This design comes from an exercise in tuning for small area on the open sky130 flow, not from production work. Only simulation tests tie the RTL to the original design; equivalence was not proved.

Setup of JK:
## tx_mux_top
module tx_mux_top
(
    input  logic                           clk,
    input  logic                           reset_q,
    input  logic [N_PORTS-1:0]             src_valid,
    input  logic [N_PORTS-1:0]             src_is_write,
    input  logic [N_PORTS-1:0][ADDR_W-1:0] src_addr,
    input  logic [N_PORTS-1:0][TAG_W-1:0]  src_tag,
    input  logic [N_PORTS-1:0][DATA_W-1:0] src_data,
    output logic [N_PORTS-1:0]             src_almfull,
    input  logic                           rd_almfull,
    input  logic                           wr_almfull,
    output logic                           rd_valid,
    output logic [ADDR_W-1:0]              rd_addr,
    output logic [TAG_W-1:0]               rd_tag,
    output logic [PORT_W-1:0]              rd_port,
    output logic                           wr_valid,
    output logic [ADDR_W-1:0]              wr_addr,
    output logic [DATA_W-1:0]              wr_data,
    output logic [PORT_W-1:0]              wr_port
);
    localparam int PTR_W = $clog2(FIFO_DEPTH);
    logic [REQ_W:0]     mem [N_PORTS][FIFO_DEPTH];
    logic [PTR_W:0]     wr_ptr [N_PORTS];
    logic [PTR_W:0]     rd_ptr [N_PORTS];
    logic [PTR_W:0]     used   [N_PORTS];
    logic [N_PORTS-1:0] not_empty;
    logic [N_PORTS-1:0] pend_q;      
    logic [N_PORTS-1:0] take;        
    logic [N_PORTS-1:0] pop;
    logic [N_PORTS-1:0] head_kind;
  ...
For scale: about 1100 flip-flops, roughly 250 I/O pins, ~0.043 mm^2 of cells after synthesis.
==> flow/config.mk <==
export PLATFORM = sky130hd
export DESIGN_NAME = tx_mux_top
export DESIGN_NICKNAME = tx_mux_top
export VERILOG_FILES = /design/flow/design.v
export SDC_FILE = /design/flow/constraint.sdc
export NUM_CORES = 4
export LEC_CHECK = 0
export CAP_MARGIN = 20
export CORE_MARGIN = 2
export CORE_UTILIZATION = 60
export CTS_BUF_LIST = sky130_fd_sc_hd__clkbuf_4 sky130_fd_sc_hd__clkbuf_8
export PLACE_DENSITY = 0.7
export SLEW_MARGIN = 20
==> flow/constraint.sdc <==
create_clock -name core_clock -period 4.0 [get_ports {clk}]
set_input_delay 0.8000 -clock core_clock [delete_from_list [all_inputs] [get_ports {clk}]]
set_output_delay 0.8000 -clock core_clock [all_outputs]
set_load 0.01 [all_outputs]
standard.sh (not shown) runs the stock make flow with config.mk's settings and CLKGATE_MAP_FILE= SYNTH_SCRIPT=/design/flow/synth_recipe.tcl, a recipe that flattens the netlist after the stock synthesis.
==> flow/flow/run.sh <==
#!/bin/bash
bash standard.sh \
  "BUFFER_PORTS_ARGS=-buffer_cell sky130_fd_sc_hd__buf_1" \
  "CTS_ARGS=-sink_clustering_enable -repair_clock_nets -dont_use_dummy_load -sink_clustering_size 30 -sink_clustering_max_diameter 60 -buf_list {sky130_fd_sc_hd__clkbuf_8 sky130_fd_sc_hd__clkbuf_16}" \
  RECOVER_POWER=100 \
  finish > flow.log 2>&1
To summarise JK: no stage aborted, but the layout did not pass its checks, failing on capacitance limit, slew limit.
## Diff of input files: MS against JK
==> flow/flow/run.sh <==
#!/bin/bash
bash standard.sh \
  "BUFFER_PORTS_ARGS=-buffer_cell sky130_fd_sc_hd__buf_1" \
  "CTS_ARGS=-sink_clustering_enable -repair_clock_nets -dont_use_dummy_load -sink_clustering_size 20 -sink_clustering_max_diameter 50 -buf_list {sky130_fd_sc_hd__clkbuf_4 sky130_fd_sc_hd__clkbuf_8}" \
  finish > flow.log 2>&1
[summary]
- Between MS and JK, the cell area after layout figures differ only marginally.
- Between JK and MS, number of cells in the finished layout apart from fillers increased.
- Compared with JK, in MS global-route usage has remained practically unchanged, sequential share of layout area about even.
- Of JK and MS, only JK fails to finish with a clean layout.
- The flow for JK finished, though final verification flagged capacitance limit, slew limit.
- First element of the critical path = rd_ptr[0][1]: MS; first element of the critical path = slot_q[0]: JK
- Summary — number of global-route vias before repair, MS relative to JK: higher, by about 1.2%.

---

## rev 12
The RTL this note starts from:
==> flow/design.v <==
`default_nettype none
package tx_mux_pkg;
    localparam int N_PORTS        = 4;
    localparam int PORT_W         = 2;
    localparam int FIFO_DEPTH     = 8;
    localparam int CNT_W          = 4;
    localparam int ALMFULL_THRESH = 6;
    localparam int ADDR_W = 24;
    localparam int TAG_W  = 8;
    localparam int DATA_W = 8;
    localparam int REQ_W  = 32;
    localparam logic KIND_RD = 1'b0;
    localparam logic KIND_WR = 1'b1;
    localparam int UPPER_LSB = ADDR_W;
endpackage
`default_nettype wire
`timescale 1ns/1ps
`default_nettype none
import tx_mux_pkg::*;
module tx_mux_top
(
    input  logic                           clk,
    input  logic                           reset_q,
    input  logic [N_PORTS-1:0]             src_valid,
    input  logic [N_PORTS-1:0]             src_is_write,
    input  logic [N_PORTS-1:0][ADDR_W-1:0] src_addr,
    input  logic [N_PORTS-1:0][TAG_W-1:0]  src_tag,
    input  logic [N_PORTS-1:0][DATA_W-1:0] src_data,
    output logic [N_PORTS-1:0]             src_almfull,
    input  logic                           rd_almfull,
    input  logic                           wr_almfull,
    output logic                           rd_valid,
    output logic [ADDR_W-1:0]              rd_addr,
    output logic [TAG_W-1:0]               rd_tag,
    output logic [PORT_W-1:0]              rd_port,
    output logic                           wr_valid,
    output logic [ADDR_W-1:0]              wr_addr,
    output logic [DATA_W-1:0]              wr_data,
    output logic [PORT_W-1:0]              wr_port
);
    localparam int PTR_W = $clog2(FIFO_DEPTH);
    logic [REQ_W:0]     mem [N_PORTS][FIFO_DEPTH];
    logic [PTR_W-1:0]   wr_ptr [N_PORTS];
    logic [PTR_W-1:0]   rd_ptr [N_PORTS];
    logic [CNT_W-1:0]   count  [N_PORTS];
    logic [CNT_W-1:0]   count_nx [N_PORTS];
    logic [N_PORTS-1:0] pend_q;      
    logic [N_PORTS-1:0] take;        
    logic [N_PORTS-1:0] pop;
    logic [N_PORTS-1:0] head_kind;
    logic [PORT_W-1:0]  slot_q;
    logic [PORT_W-1:0]  pop_port;
    logic               rd_almfull_q;
    logic               wr_almfull_q;
    logic               sel_rd_q;    
    logic               sel_wr_q;    
    logic               pop_q;
    logic               sel;
    logic               sel_kind;
    logic [N_PORTS*FIFO_DEPTH-1:0] rd_oh;
    logic [REQ_W-1:0]   pop_word;
    logic [REQ_W-1:0]   out_q;
    assign pop_port = slot_q - 1'b1;
    assign pop_q    = sel_rd_q || sel_wr_q;
    always_comb
    begin
        for (int i = 0; i < N_PORTS; i++)
        begin
            pop[i]       = pop_q && (pop_port == PORT_W'(i));
            count_nx[i]  = count[i] + CNT_W'(pend_q[i]) - CNT_W'(pop[i]);
            take[i]      = src_valid[i] && (count_nx[i] != CNT_W'(FIFO_DEPTH));
            head_kind[i] = mem[i][rd_ptr[i]][REQ_W];
            src_almfull[i] = (count[i] >= CNT_W'(ALMFULL_THRESH));
        end
    end
    always_ff @(posedge clk)
    begin
        for (int i = 0; i < N_PORTS; i++)
        begin
            if (take[i])
            begin
                mem[i][wr_ptr[i]] <= {src_is_write[i],
                                      src_is_write[i] ? src_data[i] : src_tag[i],
                                      src_addr[i]};
            end
        end
    end
    always_ff @(posedge clk)
    begin
        for (int i = 0; i < N_PORTS; i++)
        begin
            if (reset_q)
            begin
                wr_ptr[i] <= '0;
                rd_ptr[i] <= '0;
                count[i]  <= '0;
                pend_q[i] <= 1'b0;
            end
            else
            begin
                if (take[i])
                begin
                    wr_ptr[i] <= wr_ptr[i] + 1'b1;
                end
                if (pop[i])
                begin
                    rd_ptr[i] <= rd_ptr[i] + 1'b1;
                end
                count[i]  <= count_nx[i];
                pend_q[i] <= take[i];
            end
        end
    end
    always_comb
    begin
        sel_kind = head_kind[slot_q];
        sel = (count[slot_q] != '0) &&
              !(sel_kind ? wr_almfull_q : rd_almfull_q);
    end
    always_ff @(posedge clk)
    begin
        if (reset_q)
        begin
            slot_q       <= '0;
            rd_almfull_q <= 1'b0;
            wr_almfull_q <= 1'b0;
            sel_rd_q     <= 1'b0;
            sel_wr_q     <= 1'b0;
            rd_valid     <= 1'b0;
            wr_valid     <= 1'b0;
        end
        else
        begin
            slot_q       <= slot_q + 1'b1;
            rd_almfull_q <= rd_almfull;
            wr_almfull_q <= wr_almfull;
            sel_rd_q     <= sel && !sel_kind;
            sel_wr_q     <= sel && sel_kind;
            rd_valid     <= sel_rd_q;
            wr_valid     <= sel_wr_q;
        end
    end
    always_comb
    begin
        pop_word = '0;
        for (int i = 0; i < N_PORTS; i++)
        begin
            for (int j = 0; j < FIFO_DEPTH; j++)
            begin
                rd_oh[i*FIFO_DEPTH+j] = (pop_port == PORT_W'(i)) && (rd_ptr[i] == PTR_W'(j));
                pop_word = pop_word | ({REQ_W{rd_oh[i*FIFO_DEPTH+j]}} & mem[i][j][REQ_W-1:0]);
            end
        end
    end
    always_ff @(posedge clk)
    begin
        out_q <= pop_word[REQ_W-1:0];
    end
    assign rd_addr = out_q[ADDR_W-1:0];
    assign wr_addr = out_q[ADDR_W-1:0];
    assign rd_tag  = out_q[UPPER_LSB +: TAG_W];
    assign wr_data = out_q[UPPER_LSB +: DATA_W];
    assign rd_port = slot_q - 2'd2;
    assign wr_port = slot_q - 2'd2;
endmodule
`default_nettype wire
clock: 4.0 ns
lec_check: 0
cap_margin: 20
core_margin: 2
core_utilization: 60
cts_buf_list: sky130_fd_sc_hd__clkbuf_4 sky130_fd_sc_hd__clkbuf_8
place_density: 0.7
slew_margin: 20
==> flow/flow/run.sh <==
#!/bin/bash
# standard ORFS layout with smaller port buffers, no CTS dummy loads and area recovery
bash standard.sh \
  "BUFFER_PORTS_ARGS=-buffer_cell sky130_fd_sc_hd__buf_1" \
  "CTS_ARGS=-sink_clustering_enable -repair_clock_nets -dont_use_dummy_load -buf_list {sky130_fd_sc_hd__clkbuf_4 sky130_fd_sc_hd__clkbuf_8}" \
  RECOVER_POWER=100 \
  finish > flow.log 2>&1
The layout from rev 12, despite a flow that completed every stage, fails the layout checks, with the failing checks listed as max-capacitance violations, max-slew violations, negative setup slack.
## Diff of input files: rev 13 against rev 12
- CTS_BUF_LIST: sky130_fd_sc_hd__clkbuf_4 sky130_fd_sc_hd__clkbuf_8 -> unset
- CORE_UTILIZATION: 60 -> 40
- PLACE_DENSITY: 0.7 -> 0.6
==> flow/run.sh (new file) <==
#!/bin/bash
# synth_recipe.tcl (not shown) runs the flow's synth.tcl, then flattens the netlist and writes it again
# the make line also repeats each setting of config.mk as NAME=value (left out here)
make -C /OpenROAD-flow-scripts/flow DESIGN_CONFIG=/design/flow/config.mk WORK_HOME=/design/flow/orfs CLKGATE_MAP_FILE= SYNTH_SCRIPT=/design/flow/synth_recipe.tcl finish
removed: flow/flow/run.sh
removed: flow/standard.sh
Compared with rev 12, rev 13 shows a lower maximum fanout along the worst path.
More vias were needed by rev 12 than by rev 13.
Rev 13 was carried through to the last stage, and its layout satisfied the timing, design-rule and antenna checks.
[flow] rev 12 | stages: complete | final checks: fail | reason: max-capacitance violations, max-slew violations, negative setup slack
| iteration count of the initial detailed-routing pass | rev 13 vs rev 12 | 2 lower |

re-timing with driven ports:
In the flow no input, the clock included, has a driving cell. The finished layouts below were timed again as built, in two steps.
Step 1, drivers: a clkbuf_16 drives clk and a buf_2 each remaining input, both assumed.
Step 2, shift: input delay + t, output delay - t, t = (earliest + latest rising clock arrival at the registers) / 2. This alone moves slack from input paths to output paths.
a / b / c = ideal / step 1 / step 2; a / b = the first two.
| run | shift t [ns] | setup slack, ns | worst hold slack (ns) | clock arrival spread, ns | slew at the worst register clock pin (ns) |
|---|---|---|---|---|---|
| JK | 0.685 | 0.280 / 0.280 / 0.280 | 0.392 / 0.346 / 0.406 | 0.074 / 0.075 | 0.11 / 0.11 |
| MS | 0.784 | 0.547 / 0.478 / 0.644 | 0.322 / 0.283 / 0.407 | 0.109 / 0.109 | 0.12 / 0.12 |
| rev 12 | 0.869 | -0.031 / -0.031 / -0.031 | 0.219 / 0.185 / 0.384 | 0.073 / 0.074 | 0.07 / 0.07 |
| rev 13 | 0.763 | 0.235 / 0.235 / 0.235 | 0.409 / 0.409 / 0.409 | 0.035 / 0.036 | 0.07 / 0.07 |
